What follows belongs to an exercise in optimizing a design on an open flow for small area, a short achievable clock period and few clock cycles per item; a production flow would make more cautious choices.
Where RTL was checked, it was by simulation tests only, not by an equivalence proof against the original.
Power figures rest on the tool's default switching activity, not on a simulated workload.

main:
// depth_pixel_backprojection
module depth_pixel_backprojection
(
    input  logic              i_clk,
    input  logic              i_rst_n,
    input  logic              i_s_tvalid,
    output logic              o_s_tready,
    input  logic [39:0]       i_s_tdata,    
    output logic              o_m_tvalid,
    input  logic              i_m_tready,
    output logic [63:0]       o_m_tdata,    
    output logic [0:0]        o_m_tuser,    
    input  logic              psel,
    input  logic              penable,
    input  logic              pwrite,
    input  logic [APB_AW-1:0] paddr,
    input  logic [APB_DW-1:0] pwdata,
    output logic [APB_DW-1:0] prdata,
    output logic              pready
);
For scale: about 10,000 cells after synthesis, roughly 2,800 flip-flops, about 180 I/O pins, about 0.14 mm² of cells after synthesis.
clock: 8.0 ns
lec_check: 0
cap_margin: 20
core_margin: 2
core_utilization: 40
setup_slack_margin: 4.6
slew_margin: 20
run.sh (not shown) runs the stock make flow with config.mk's settings and CLKGATE_MAP_FILE= SYNTH_SCRIPT=/design/flow/synth_recipe.tcl, a recipe that flattens the netlist after the stock synthesis.
Testbench counts of main, summed over its fixed seeds: cycles 10,208, items 9,600.
Here is what was changed in the inputs of the feature branch compared with main.
diff --git a/flow/design.v b/flow/design.v
--- a/flow/design.v
+++ b/flow/design.v
@@ -376,22 +376,19 @@
         .i_bone   (r0_bone),
         .i_btwo   (r0_btwo),
         .i_center (r_center_y),
         .i_focal  (r_focal_y),
         .o_coord  (ax_y)
     );
     logic        out_ok;
     logic [64:0] n_item;     
     assign out_ok = |r_z[LAT-1];
-    assign n_item = {out_ok, 1'b0,
-                     r_z[LAT-1],
-                     out_ok ? ax_y : {COORD_W{1'b0}},
-                     out_ok ? ax_x : {COORD_W{1'b0}}};
+    assign n_item = {out_ok, 1'b0, r_z[LAT-1], ax_y, ax_x};
     logic [64:0] r_out;
     logic [64:0] r_skid;
     logic        arrive;
     assign arrive = advance && r_vld[LAT-1];
     always_ff @(posedge i_clk) begin
         if (!i_rst_n) begin
             r_ov <= 1'b0;
             r_sv <= '0;
         end else begin
==> run notes <==
- The feature branch completed every stage of the flow, and the final layout passed the timing, DRC and antenna checks.
- Any difference in area of the die between the feature branch and main is small enough to ignore.
- Relative to main, the feature branch improves post-route worst setup slack.
- The feature branch ends up with higher routed length on met3 than main does.
- Total track usage in the feature branch is 0.17 points below main.
- Between main and the feature branch, the flow reports overall power of the completed layout decreasing by a few percent.
- Worst hold slack for the feature branch is lower than for main.
- The feature branch vs main — clock share of power rose 0.8 points.
- main → the feature branch: global-route wire length before repair ~0 delta; logic gate share of total power fell 1.9 points; sequential portion of the cell area flat; final clock period utilization by the worst path went down.
Testbench counts of the feature branch, summed over its fixed seeds: cycles 10,208, items 9,600.


== v6 ==
Another version of the RTL of depth_pixel_backprojection (not shown whole).
Size: roughly 11000 cells after synthesis, ~2900 flip-flops, roughly 140000 sq um of cells after synthesis.
==> flow/config.mk <==
export PLATFORM = sky130hd
export DESIGN_NAME = depth_pixel_backprojection
export DESIGN_NICKNAME = depth_pixel_backprojection
export VERILOG_FILES = /design/flow/design.v
export SDC_FILE = /design/flow/constraint.sdc
export NUM_CORES = 4
export LEC_CHECK = 0
export CAP_MARGIN = 20
export CORE_MARGIN = 2
export CORE_UTILIZATION = 40
export SETUP_SLACK_MARGIN = 4.3
export SLEW_MARGIN = 20
==> flow/constraint.sdc <==
create_clock -name core_clock -period 8.0 [get_ports {i_clk}]
set_input_delay 1.6000 -clock core_clock [delete_from_list [all_inputs] [get_ports {i_clk}]]
set_output_delay 1.6000 -clock core_clock [all_outputs]
set_load 0.01 [all_outputs]
### v6 -> v7
--- a/flow/design.v
+++ b/flow/design.v
@@ -324,36 +324,32 @@
         for (int k = 0; k < 8; k++) begin
             n_bneg[k] = n_ok & n_bw[2*k+2] & ~(n_bw[2*k+1] & n_bw[2*k]);
             n_bone[k] = n_ok & (n_bw[2*k+1] ^ n_bw[2*k]);
             n_btwo[k] = n_ok & (n_bw[2*k+2] ? (~n_bw[2*k+1] & ~n_bw[2*k]) :
                                               (n_bw[2*k+1] & n_bw[2*k]));
         end
     end
     logic [HI_W-1:0] r0_hx, r0_hy;
     logic            r0_sx, r0_sy;
     logic [Z_W-1:0]  r0_z;
     logic [7:0]      r0_bneg, r0_bone, r0_btwo;
-    logic [7:0]      r0_bneg_yn, r0_bone_yn, r0_btwo_yn;
     always_ff @(posedge i_clk) begin
         if (adv_in) begin
             r0_sx <= n_vx[PIX_W];
             r0_hx <= n_vx[PIX_W-1:0] ^ {PIX_W{n_vx[PIX_W]}};
             r0_sy <= n_vy[PIX_W];
             r0_hy <= n_vy[PIX_W-1:0] ^ {PIX_W{n_vy[PIX_W]}};
             r0_z  <= n_ok ? s_depth[Z_W-1:0] : '0;
             r0_bneg <= n_bneg;
             r0_bone <= n_bone;
             r0_btwo <= n_btwo;
-            r0_bneg_yn <= ~n_bneg;
-            r0_bone_yn <= ~n_bone;
-            r0_btwo_yn <= ~n_btwo;
         end
     end
     logic [Z_W-1:0] r_z [0:LAT-1];
     always_ff @(posedge i_clk) begin
         if (adv_in) begin
             r_z[0] <= r0_z;
             for (int k = 1; k < LAT; k++) r_z[k] <= r_z[k-1];
         end
     end
     logic [COORD_W-1:0] ax_x;
     logic [COORD_W-1:0] ax_y;
@@ -368,25 +364,25 @@
         .i_btwo   (r0_btwo),
         .i_center (r_center_x),
         .i_focal  (r_focal_x),
         .o_coord  (ax_x)
     );
     dpb_axis u_axis_y (
         .i_clk    (i_clk),
         .i_en     (!r_sv[3]),
         .i_h      (r0_hy),
         .i_neg    (r0_sy),
         .i_z      (r0_z),
-        .i_bneg   (~r0_bneg_yn),
-        .i_bone   (~r0_bone_yn),
-        .i_btwo   (~r0_btwo_yn),
+        .i_bneg   (r0_bneg),
+        .i_bone   (r0_bone),
+        .i_btwo   (r0_btwo),
         .i_center (r_center_y),
         .i_focal  (r_focal_y),
         .o_coord  (ax_y)
     );
     logic        out_ok;
     logic [64:0] n_item;     
     assign out_ok = |r_z[LAT-1];
     assign n_item = {out_ok, 1'b0,
                      r_z[LAT-1],
                      out_ok ? ax_y : {COORD_W{1'b0}},
                      out_ok ? ax_x : {COORD_W{1'b0}}};
==> run notes <==
- Summary of v7 over v6: core utilization saw an increase, post-route cell area saw a decrease, floorplan die height saw a decrease, relative area change from synthesis to final layout saw an increase.
- Compared with v6, v7 shows a lower number of distinct standard cells referenced by the synthesized netlist.
- v7: all stages complete, timing, DRC and antenna checks passed
- Hold slack on v7 is up relative to v6.
Testbench counts of v7, summed over its fixed seeds: cycles 10,208, items 9,600.
The RTL of v6 was laid out without a check of its function.

port drivers added, routing unchanged:
The results above use ideal ports. As a check the final layouts listed here were re-extracted and re-timed, cells and wires unchanged.
Step 1 assumes that a clkbuf_16 drives the clock port and a buf_2 every other input.
Step 2 times the ports against the registers' clock, not the clock port: input delays grow and output delays shrink by t, the midpoint of the rising clock arrivals with the driver on.
Slacks: ideal / step 1 / step 2; pairs: ideal / step 1.
run | shift t [ns] | setup WS [ns] | hold slack, ns | cell pins on the clock port's net
main | 0.995 | 4.550 / 4.550 / 4.002 | 0.378 / 0.378 / 0.378 | 1
the feature branch | 1.002 | 4.590 / 4.590 / 4.211 | 0.368 / 0.368 / 0.368 | 1
v6 | 0.988 | 4.408 / 4.408 / 3.724 | 0.367 / 0.367 / 0.367 | 1
v7 | 0.992 | 4.384 / 4.283 / 3.994 | 0.380 / 0.380 / 0.380 | 1
After both steps setup and hold are still met in every run listed. The setup slack of v6, which loses most, moves by 0.000 ns with the drivers and by -0.684 ns with both steps.
